Background: an optimization exercise with open tools, aiming at small area, a short achievable clock period and few clock cycles per item. Do not read the settings as production practice.
Only simulation tests tie the RTL to the original design; equivalence was not proved.

File: design/flow/config.mk
export PLATFORM = sky130hd
export DESIGN_NAME = diff_drive_odometry
export DESIGN_NICKNAME = diff_drive_odometry
export VERILOG_FILES = /design/flow/design.v
export SDC_FILE = /design/flow/constraint.sdc
export NUM_CORES = 4
export LEC_CHECK = 0
export CAP_MARGIN = 20
export CORE_MARGIN = 2
export CORE_UTILIZATION = 40
export SLEW_MARGIN = 20
File: design/flow/constraint.sdc
create_clock -name core_clock -period 10.0 [get_ports {clk}]
set_input_delay 2.0000 -clock core_clock [delete_from_list [all_inputs] [get_ports {clk}]]
set_output_delay 2.0000 -clock core_clock [all_outputs]
set_load 0.01 [all_outputs]
File: design/flow/design.v
package odo_pkg;
	typedef enum logic [1:0] {
		OP_UPDATE,
		OP_BASE,
		OP_SET
	} op_t;
	typedef enum logic [3:0] {
		ST_IDLE,
		ST_MUL_HI,
		ST_MUL_LO,
		ST_DIST,
		ST_ROT,
		ST_COEF,
		ST_MUL_X,
		ST_ACC_X,
		ST_ACC_Y,
		ST_EMIT
	} state_t;
	typedef struct packed {
		logic full;
		logic valid;
	} fifo_stat_t;
	localparam int CORDIC_STEPS = 24;
	localparam logic [31:0] CORDIC_GAIN_INIT = 32'd652032874;
	localparam logic [32*CORDIC_STEPS-1:0] ATAN_TAB = {
		32'd81, 32'd163, 32'd326, 32'd652, 32'd1304, 32'd2608,
		32'd5215, 32'd10430, 32'd20861, 32'd41722, 32'd83443, 32'd166886,
		32'd333772, 32'd667544, 32'd1335087, 32'd2670163, 32'd5340245, 32'd10679838,
		32'd21354465, 32'd42667331, 32'd85004756, 32'd167458907, 32'd316933406, 32'd536870912
	};
endpackage
module odo_front #(
	parameter int ANGLE_BITS = 16,
	parameter int ENC_BITS = 32,
	parameter int EW = 2 + ENC_BITS + 1 + 2 * ANGLE_BITS + 64
) (
	input  logic               clk,
	input  logic               arst_n,
	input  logic               s_tvalid,
	output logic               s_tready,
	input  logic [159:0]       s_tdata,
	input  logic               s_tuser,
	input  odo_pkg::fifo_stat_t stat,
	output logic               push,
	output logic [EW-1:0]      entry
);
	logic [ENC_BITS-1:0]   last_left_q, last_right_q;
	logic [ANGLE_BITS-1:0] head_q;
	logic                  base_valid_q;
	logic [ENC_BITS-1:0]   left, right, dl, dr;
	logic signed [ENC_BITS:0] sum;
	logic [ANGLE_BITS-1:0] hnew, tset, d, mid, theta;
	odo_pkg::op_t          op;
	assign s_tready = !stat.full;
	assign push     = s_tvalid && s_tready;
	always_comb begin
		left  = s_tdata[ENC_BITS-1:0];
		right = s_tdata[32 +: ENC_BITS];
		hnew  = ANGLE_BITS'(s_tdata[79:64]);
		tset  = ANGLE_BITS'(s_tdata[159:144]);
		dl    = left - last_left_q;
		dr    = right - last_right_q;
		sum   = {dl[ENC_BITS-1], dl} + {dr[ENC_BITS-1], dr};
		d     = hnew - head_q;
		mid   = head_q + {d[ANGLE_BITS-1], d[ANGLE_BITS-1:1]};
		if (s_tuser) begin
			op    = odo_pkg::OP_SET;
			theta = tset;
		end else if (!base_valid_q) begin
			op    = odo_pkg::OP_BASE;
			theta = head_q;
		end else begin
			op    = odo_pkg::OP_UPDATE;
			theta = hnew;
		end
		entry = {op, theta, s_tdata[143:112], s_tdata[111:80], mid, sum};
	end
	always_ff @(posedge clk or negedge arst_n) begin
		if (!arst_n) begin
			last_left_q  <= '0;
			last_right_q <= '0;
			head_q       <= '0;
			base_valid_q <= 1'b0;
		end else if (push) begin
			last_left_q  <= left;
			last_right_q <= right;
			head_q       <= theta;
			base_valid_q <= 1'b1;
		end
	end
endmodule
module odo_fifo #(
	parameter int W = 8
) (
	input  logic               clk,
	input  logic               arst_n,
	input  logic               push,
	input  logic [W-1:0]       wdata,
	input  logic               pop,
	output logic [W-1:0]       rdata,
	output odo_pkg::fifo_stat_t stat
);
	logic [W-1:0] mem_q [0:1];
	logic         wr_q, rd_q;
	logic [1:0]   cnt_q;
	assign stat.full  = cnt_q == 2'd2;
	assign stat.valid = cnt_q != 2'd0;
	assign rdata      = mem_q[rd_q];
	always_ff @(posedge clk) begin
		if (push) begin
			mem_q[wr_q] <= wdata;
		end
	end
	always_ff @(posedge clk or negedge arst_n) begin
		if (!arst_n) begin
			wr_q  <= 1'b0;
			rd_q  <= 1'b0;
			cnt_q <= 2'd0;
		end else begin
			if (push) wr_q <= !wr_q;
			if (pop) rd_q <= !rd_q;
			cnt_q <= cnt_q + 2'(push) - 2'(pop);
		end
	end
endmodule
module odo_back #(
	parameter int ANGLE_BITS = 16,
	parameter int POS_BITS = 32,
	parameter int ENC_BITS = 32,
	parameter int EW = 2 + ENC_BITS + 1 + 2 * ANGLE_BITS + 64
) (
	input  logic               clk,
	input  logic               arst_n,
	input  logic               cfg_wen,
	input  logic [31:0]        cfg_wdata,
	input  odo_pkg::fifo_stat_t stat,
	input  logic [EW-1:0]      entry,
	output logic               pop,
	output logic               m_tvalid,
	input  logic               m_tready,
	output logic [79:0]        m_tdata
);
	localparam int P  = POS_BITS;
	localparam int E  = ENC_BITS;
	localparam int A  = ANGLE_BITS;
	localparam int DW = (E + 34 > P + 2) ? E + 34 : P + 2;
	localparam int SW = (P > 32 ? P : 32) + 1;
	localparam int MW = P + 17;
	localparam int AW = P + 18;
	localparam logic signed [DW-1:0] DMAX = {{(DW-P){1'b0}}, {P{1'b1}}};
	localparam logic signed [DW-1:0] DRND = DW'(65536);
	localparam logic signed [SW-1:0] SMAX = {{(SW-P+1){1'b0}}, {(P-1){1'b1}}};
	localparam logic signed [AW-1:0] AMAX = {{(AW-P+1){1'b0}}, {(P-1){1'b1}}};
	localparam logic signed [MW-1:0] MRND = MW'(8192);
	localparam logic signed [33:0] HALF_PI = 34'sd1073741824;
	localparam logic signed [33:0] PI_Z = 34'sd2147483648;
	localparam logic signed [33:0] CRND = 34'sd32768;
	localparam logic signed [33:0] UNIT = 34'sd16384;
	odo_pkg::state_t st_q, st_d;
	logic [31:0]            scale_q;
	logic signed [P-1:0]    px_q, py_q;
	logic [A-1:0]           th_q;
	logic signed [E:0]      sum_q;
	logic [A-1:0]           mid_q;
	logic signed [E+17:0]   prod_hi_q, prod_lo_q;
	logic signed [P:0]      dist_q;
	logic signed [33:0]     cx_q, cy_q, cz_q;
	logic                   neg_q;
	logic [4:0]             step_q;
	logic signed [15:0]     c_q, s_q;
	logic signed [MW-1:0]   prod_q;
	logic                   out_valid_q;
	logic [79:0]            out_q;
	odo_pkg::op_t           e_op;
	logic signed [E:0]      e_sum;
	logic [A-1:0]           e_mid, e_theta;
	logic signed [31:0]     e_sx, e_sy;
	logic signed [SW-1:0]   sxw, syw;
	logic signed [P-1:0]    sx_c, sy_c;
	logic signed [DW-1:0]   dfull, dsh;
	logic signed [P:0]      dist_c;
	logic signed [33:0]     z0, xsh, ysh, zt, xr, yr, ct, stt;
	logic signed [15:0]     coef;
	logic signed [MW-1:0]   mul, stepv;
	logic signed [AW-1:0]   acc_a, acc_s;
	logic signed [P-1:0]    acc_c;
	assign m_tvalid = out_valid_q;
	assign m_tdata  = out_q;
	always_comb begin
		{e_op, e_theta, e_sy, e_sx, e_mid, e_sum} = entry;
		sxw = SW'(e_sx);
		syw = SW'(e_sy);
		sx_c = P'(sxw > SMAX ? SMAX : (sxw < ~SMAX ? ~SMAX : sxw));
		sy_c = P'(syw > SMAX ? SMAX : (syw < ~SMAX ? ~SMAX : syw));
		dfull = (DW'(prod_hi_q) <<< 16) + DW'(prod_lo_q) + DRND;
		dsh   = dfull >>> 17;
		dist_c = (P+1)'(dsh > DMAX ? DMAX : (dsh < -DMAX ? -DMAX : dsh));
		z0  = 34'(signed'({mid_q, {(32-A){1'b0}}}));
		xsh = cx_q >>> step_q;
		ysh = cy_q >>> step_q;
		zt  = signed'({2'b00, odo_pkg::ATAN_TAB[32*step_q +: 32]});
		xr  = neg_q ? -cx_q : cx_q;
		yr  = neg_q ? -cy_q : cy_q;
		ct  = (xr + CRND) >>> 16;
		stt = (yr + CRND) >>> 16;
		coef  = (st_q == odo_pkg::ST_MUL_X) ? c_q : s_q;
		mul   = dist_q * coef;
		stepv = (prod_q + MRND) >>> 14;
		acc_a = (st_q == odo_pkg::ST_ACC_X) ? AW'(px_q) : AW'(py_q);
		acc_s = acc_a + AW'(stepv);
		acc_c = P'(acc_s > AMAX ? AMAX : (acc_s < ~AMAX ? ~AMAX : acc_s));
	end
	always_comb begin
		st_d = st_q;
		pop  = 1'b0;
		unique case (st_q)
			odo_pkg::ST_IDLE: begin
				if (stat.valid && !out_valid_q) begin
					pop  = 1'b1;
					st_d = (e_op == odo_pkg::OP_UPDATE) ? odo_pkg::ST_MUL_HI
						: odo_pkg::ST_EMIT;
				end
			end
			odo_pkg::ST_MUL_HI: st_d = odo_pkg::ST_MUL_LO;
			odo_pkg::ST_MUL_LO: st_d = odo_pkg::ST_DIST;
			odo_pkg::ST_DIST:   st_d = odo_pkg::ST_ROT;
			odo_pkg::ST_ROT: begin
				if (step_q == 5'(odo_pkg::CORDIC_STEPS - 1)) st_d = odo_pkg::ST_COEF;
			end
			odo_pkg::ST_COEF:   st_d = odo_pkg::ST_MUL_X;
			odo_pkg::ST_MUL_X:  st_d = odo_pkg::ST_ACC_X;
			odo_pkg::ST_ACC_X:  st_d = odo_pkg::ST_ACC_Y;
			odo_pkg::ST_ACC_Y:  st_d = odo_pkg::ST_EMIT;
			odo_pkg::ST_EMIT:   st_d = odo_pkg::ST_IDLE;
			default:            st_d = odo_pkg::ST_IDLE;
		endcase
	end
	always_ff @(posedge clk or negedge arst_n) begin
		if (!arst_n) begin
			st_q <= odo_pkg::ST_IDLE;
		end else begin
			st_q <= st_d;
		end
	end
	always_ff @(posedge clk or negedge arst_n) begin
		if (!arst_n) begin
			scale_q     <= 32'd65536;
			px_q        <= '0;
			py_q        <= '0;
			th_q        <= '0;
			out_valid_q <= 1'b0;
		end else begin
			if (cfg_wen) scale_q <= cfg_wdata;
			if (st_q == odo_pkg::ST_EMIT) out_valid_q <= 1'b1;
			else if (m_tready) out_valid_q <= 1'b0;
			if (pop) begin
				if (e_op == odo_pkg::OP_SET) begin
					px_q <= sx_c;
					py_q <= sy_c;
				end
				th_q <= e_theta;
			end
			if (st_q == odo_pkg::ST_ACC_X) px_q <= acc_c;
			if (st_q == odo_pkg::ST_ACC_Y) py_q <= acc_c;
		end
	end
	always_ff @(posedge clk) begin
		if (pop) begin
			sum_q <= e_sum;
			mid_q <= e_mid;
		end
		unique case (st_q)
			odo_pkg::ST_MUL_HI: begin
				prod_hi_q <= sum_q * signed'({1'b0, scale_q[31:16]});
				cx_q   <= signed'({2'b00, odo_pkg::CORDIC_GAIN_INIT});
				cy_q   <= '0;
				step_q <= '0;
				if (z0 > HALF_PI) begin
					cz_q <= z0 - PI_Z;
					neg_q <= 1'b1;
				end else if (z0 < -HALF_PI) begin
					cz_q <= z0 + PI_Z;
					neg_q <= 1'b1;
				end else begin
					cz_q <= z0;
					neg_q <= 1'b0;
				end
			end
			odo_pkg::ST_MUL_LO: prod_lo_q <= sum_q * signed'({1'b0, scale_q[15:0]});
			odo_pkg::ST_DIST:   dist_q <= dist_c;
			odo_pkg::ST_ROT: begin
				if (cz_q >= 0) begin
					cx_q <= cx_q - ysh;
					cy_q <= cy_q + xsh;
					cz_q <= cz_q - zt;
				end else begin
					cx_q <= cx_q + ysh;
					cy_q <= cy_q - xsh;
					cz_q <= cz_q + zt;
				end
				step_q <= step_q + 5'd1;
			end
			odo_pkg::ST_COEF: begin
				c_q <= 16'(ct > UNIT ? UNIT : (ct < -UNIT ? -UNIT : ct));
				s_q <= 16'(stt > UNIT ? UNIT : (stt < -UNIT ? -UNIT : stt));
			end
			odo_pkg::ST_MUL_X, odo_pkg::ST_ACC_X: prod_q <= mul;
			odo_pkg::ST_EMIT: out_q <= {16'(signed'(th_q)), 32'(py_q), 32'(px_q)};
			default: ;
		endcase
	end
endmodule
module diff_drive_odometry #(
	parameter int ANGLE_BITS = 16,
	parameter int POS_BITS = 32,
	parameter int ENC_BITS = 32
) (
	input  logic         clk,
	input  logic         arst_n,
	input  logic         cfg_wen,
	input  logic [31:0]  cfg_wdata,    
	input  logic         s_tvalid,
	output logic         s_tready,
	input  logic [159:0] s_tdata,
	input  logic         s_tuser,      
	output logic         m_tvalid,
	input  logic         m_tready,
	output logic [79:0]  m_tdata
);
	localparam int EW = 2 + ENC_BITS + 1 + 2 * ANGLE_BITS + 64;
	odo_pkg::fifo_stat_t stat;
	logic                push, pop;
	logic [EW-1:0]       wentry, rentry;
	odo_front #(.ANGLE_BITS(ANGLE_BITS), .ENC_BITS(ENC_BITS), .EW(EW)) u_front (
		.clk, .arst_n, .s_tvalid, .s_tready, .s_tdata, .s_tuser,
		.stat, .push, .entry(wentry)
	);
	odo_fifo #(.W(EW)) u_fifo (
		.clk, .arst_n, .push, .wdata(wentry), .pop, .rdata(rentry), .stat
	);
	odo_back #(.ANGLE_BITS(ANGLE_BITS), .POS_BITS(POS_BITS), .ENC_BITS(ENC_BITS),
		.EW(EW)) u_back (
		.clk, .arst_n, .cfg_wen, .cfg_wdata, .stat, .entry(rentry), .pop,
		.m_tvalid, .m_tready, .m_tdata
	);
endmodule
File: design/flow/run.sh
#!/bin/bash
# synth_recipe.tcl (not shown) runs the flow's synth.tcl, then flattens the netlist and writes it again
# the make line also repeats each setting of config.mk as NAME=value (left out here)
make -C /OpenROAD-flow-scripts/flow DESIGN_CONFIG=/design/flow/config.mk WORK_HOME=/design/flow/orfs CLKGATE_MAP_FILE= SYNTH_SCRIPT=/design/flow/synth_recipe.tcl finish
==> results.txt <==
Critical path
In this design, the critical path's most frequently occurring cell is sky130_fd_sc_hd__fa_1. On the worst path, the slowest cell contributes a delay of 0.56 ns. The depth of the most critical reg-to-reg path is 29. The largest fanout on the critical path is 13. The number of buffers and inverters on the critical path is 7. The nature of the critical path endpoint is a flip-flop.

The startpoint identified for the worst register-to-register timing path is u_back.st_q[3]. The setup path with the least slack is of type flip-flop to flip-flop. The cell family with the largest share of critical-path delay is adder cells.

In this run the number of cells on the critical path is 29. For this design, the slowest cell found on the critical path is sky130_fd_sc_hd__a2111oi_0. The data arrival time at the worst-slack endpoint is 9.50 ns.

Across all register-to-register paths, the minimum setup slack is 1.01 ns. The kind of launch point of the worst setup path is a flip-flop. Tracing the worst setup path back leads to its startpoint at u_back.st_q[3]. The required time of the worst setup path is 10.51 ns.

Drt
The first TritonRoute pass finished after 5 iterations. In the routed design, unresolved DRC markers number 0. The total length of routed wires is 309 mm. The first routing iteration left 5,489 violations.

The average via count per standard cell is 5.33. The average wire length per cell after detail routing is 20.4 µm. The number of routed nets with antenna violations is 0. The routed layout has 80,867 vias.

Yosys
After Yosys synthesis, and, or, nand and nor cells account for 14.0% of the synthesized area. After technology mapping, the gate count stands at 11,355. The count of cell types in the netlist is 113.

The XOR/XNOR share of the synthesized area is 4.45%. The share of the synthesized area in compound gates (AO/OA/AOI/OAI) is 9.08%. Of the total synthesized cell area, the portion taken by full adders, half adders and majority gates is 35.4%. In this run the mean area of a mapped cell was 9.77 µm².

Yosys attributes the largest share of cell area to sky130_fd_sc_hd__fa_1 (27%), sky130_fd_sc_hd__edfxtp_1 (19%), sky130_fd_sc_hd__ha_1 (8.1%). Yosys mapped a number of flops with a built-in enable equal to 684. The flip-flop and latch count after synthesis is 886. During synthesis, Yosys emitted a total of 3 warnings. After synthesis, the largest family of logic cells by area is adder cells.

The prevailing post-synth register cell is sky130_fd_sc_hd__edfxtp_1. The sequential cell area fraction in the yosys report is 23.1%. Of all cell types, the one taking the most synthesized area is sky130_fd_sc_hd__fa_1. The net count after synthesis is 13,782.

After synthesis, the share of flip-flops with an asynchronous set or reset is 22.8%. The cell area after synthesis is 111,000 µm². In this run the biggest area consumer among cell types represents 27.3% of the synthesized area.

The mux cell area share after synthesis is 5.58%.

STA
After layout, the minimum clock period comes to 8.99 ns. Summed over all failing endpoints, the final setup total negative slack is 0 ns. Timing would allow up to 111 MHz. The headroom to the max-slew limit is 21.0%. Setup repair after global routing left no endpoint under its margin.

The actual slew at the worst max-slew pin is 1.18 ns. The final setup violation count is 0. The number of max-slew violations in the final report is 0. The final hold violation count is 0. The worst clock skew is 0.0738 ns. The final critical path takes up 89.9% of the cycle.

Clocking
Clock-pin slew was measured on the worst setup and hold paths at 0.06 ns. The clock latency reported for the late side of the worst-skew pair is 0.80 ns. The maximum level of the CTS H-tree is 3.

The clock net in this run drives a total of 886 sinks. The clock tree root buffer cell is sky130_fd_sc_hd__clkbuf_16. The number of buffers on the longest clock path is 3. The hold buffer count at cts is 0. TritonCTS created 105 clock buffers. The clock tree from TritonCTS is done.

GRT
The total routing usage reported by global routing is 22.2%. The number of global-route vias before repair is 85,872. The first global-routing pass estimated 488 mm of wire. The pin count of the biggest net entering global routing is 115. The initial antenna violation count is 14. After global routing the overflow that remains totals 0.

Hold path
In this run the most critical hold path is launched from u_back.th_q[10]. The cell depth of the worst hold path is 0. The kind of path behind the tightest hold check is flip-flop to flip-flop.

Floorplanning
The horizontal extent of the die is 531 µm. The floorplan has 193 rows. The starting density of the core is 40.2%.

The floorplan die area is 281,000 µm². The vertical die dimension is 531 µm. Pin placement for this block handled 280 I/O pins.

The area of the core is 276,000 µm².

Placed design
The total instance count after detailed placement is 14,965. Detailed placement finished with a half-perimeter wire length of 244 mm. The congestion estimate from routability-driven global placement came to 0.922. The count of buffers from port buffering is 279.

Status
The run finished with no timing, DRC or antenna violations.

Layout
The number of standard cells in the final layout excluding fillers is 15,174. The area growth from synthesis to layout is 9.28%. The most frequent standard cell in the layout excluding fill and tap cells is sky130_fd_sc_hd__inv_1. The share of post-route cells with drive strength above 1 is 6.62%. The total number of nets in the final design is 13,800. Leaving out fill and tap cells, the most frequent cells in the layout are sky130_fd_sc_hd__inv_1 (1,841), sky130_fd_sc_hd__fa_1 (1,513), sky130_fd_sc_hd__nand2_1 (1,365), sky130_fd_sc_hd__ha_1 (716), sky130_fd_sc_hd__edfxtp_1 (684).

Job
The tool flagged a number of max-cap violations equal to 0.
## cells in the mapped netlist, types with 16 or more instances
cell type,number
sky130_fd_sc_hd__nand4_1,49
sky130_fd_sc_hd__xnor2_1,369
sky130_fd_sc_hd__mux2_2,236
sky130_fd_sc_hd__nand2_1,1367
sky130_fd_sc_hd__a31oi_1,72
sky130_fd_sc_hd__mux4_2,70
sky130_fd_sc_hd__a21oi_1,398
sky130_fd_sc_hd__a211oi_1,52
sky130_fd_sc_hd__o21bai_1,55
sky130_fd_sc_hd__nor3b_1,18
sky130_fd_sc_hd__or4_1,16
sky130_fd_sc_hd__mux4_1,20
sky130_fd_sc_hd__fa_1,1513
sky130_fd_sc_hd__clkbuf_1,450
sky130_fd_sc_hd__buf_1,36
sky130_fd_sc_hd__o31ai_1,31
sky130_fd_sc_hd__nor2b_1,63
sky130_fd_sc_hd__or3_1,35
sky130_fd_sc_hd__or2_2,32
sky130_fd_sc_hd__xor2_1,195
sky130_fd_sc_hd__clkbuf_8,19
sky130_fd_sc_hd__dfrtp_1,201
sky130_fd_sc_hd__nand2b_1,75
sky130_fd_sc_hd__o21ai_0,396
sky130_fd_sc_hd__edfxtp_1,684
sky130_fd_sc_hd__nor3_1,108
sky130_fd_sc_hd__a21o_1,208
sky130_fd_sc_hd__and3_1,60
sky130_fd_sc_hd__and2_1,676
sky130_fd_sc_hd__nand3_1,132
sky130_fd_sc_hd__nor2_1,525
sky130_fd_sc_hd__mux2i_1,134
sky130_fd_sc_hd__and4_1,17
sky130_fd_sc_hd__a21boi_0,16
sky130_fd_sc_hd__ha_1,716
sky130_fd_sc_hd__nor4_1,30
sky130_fd_sc_hd__inv_1,1843
sky130_fd_sc_hd__o211ai_1,87
sky130_fd_sc_hd__o21a_1,60
## layout make-up
class	instances	area (µm²)
Multi-Input combinational cell	8088	76200
Sequential cell	886	25600
Inverter	1847	6930
Clock buffer	118	2690
Timing Repair Buffer	445	4100
Clock inverter	80	1050
Antenna cell	5	12.5
Fill cell	26229	155000
Tap cell	3705	4640
## routing by layer
metal  track usage, %  vias up  wire (µm)
met5                0        -         51
met3             3.04      467      17500
met4             7.65        8      11400
met2             37.3     2310     148000
met1             29.2    41105     132000
li1                 -    36977          -
## flip-flops by register name (all words and copies together) (netlist names), 32 cells and up
register / count
u_back.prod_hi_q: 50
u_fifo.mem_q: 262
u_back.cz_q: 34
u_back.sum_q: 33
u_back.out_q: 80
u_back.prod_q: 36
u_front.last_left_q: 32
u_back.cy_q: 34
u_front.last_right_q: 32
u_back.dist_q: 33
u_back.prod_lo_q: 34
u_back.py_q: 32
u_back.scale_q: 32
u_back.px_q: 32
u_back.cx_q: 34
## worst reg2reg max path, delay by kind of cell, from the launching register on
kind	cells	cell delay, ns
buf+inv	7	0.72
simple gates	7	1.61
fa+ha+maj	7	3.40
mux	1	0.46
xor+xnor	1	0.14
compound gates	6	1.84
flops	1	0.55
## timing repair
item,CTS,global route
gates resized for setup,0,0
setup endpoints to repair,0,5
buffers inserted,0,5
## through the flow
| step | hold slack, ns | area, µm² | utilization (%) | setup slack (ns) |
|---|---|---|---|---|
| 4_1_cts | 0.449 | 121000 | 43.9 | 0.536 |
| 3_5_place_dp | 0.435 | 117000 | 42.5 | 0.623 |
| 6_report | 0.446 | 121000 | 43.9 | 1.01 |
| 2_1_floorplan | 0.425 | 111000 | - | 1.37 |
| 5_1_grt | 0.464 | 121000 | 43.9 | 0.463 |
| 3_3_place_gp | 0.432 | 117000 | 42.5 | 0.670 |
## path summary, 6_finish.rpt
kind                                 endpoint
max                         u_back.prod_q[48]
min                          u_back.out_q[74]
max reg2reg                 u_back.prod_q[48]
min reg2reg                  u_back.out_q[74]
max in group asynchronous     u_back.py_q[12]
min in group asynchronous  u_back.scale_q[19]
## cells by family after synthesis
group | Yosys count
flip-flops | 886
XOR/XNOR | 564
buffers and inverters | 2381
adder cells (fa/ha/maj) | 2230
multiplexers | 464
AO/OA/AOI/OAI | 1579
AND/OR/NAND/NOR | 3251
Testbench counts, summed over its fixed seeds: cycles 158,651, items 4,800.

-- re-timing with driven ports --
The results above use ideal ports. As a check the final layout listed here was re-extracted and re-timed, cells and wires unchanged. Step 1, drivers: a clkbuf_16 drives clk and a buf_2 each remaining input, both assumed. Step 2 adds t to the input delays and takes it off the output delays; t is the mean of the earliest and latest rising clock arrival at the registers after step 1. Input paths then give back, and output paths get back, about the clock's delay inside the block. Slacks: ideal / step 1 / step 2; pairs: ideal / step 1.
t (ns): 0.863
slack for setup (ns): 1.006 / 1.006 / 1.006
pins driven straight from the clock port: 1
After both steps this run still meets setup and hold. The setup slack of this run moves by 0.000 ns with the drivers and by 0.000 ns with both steps.
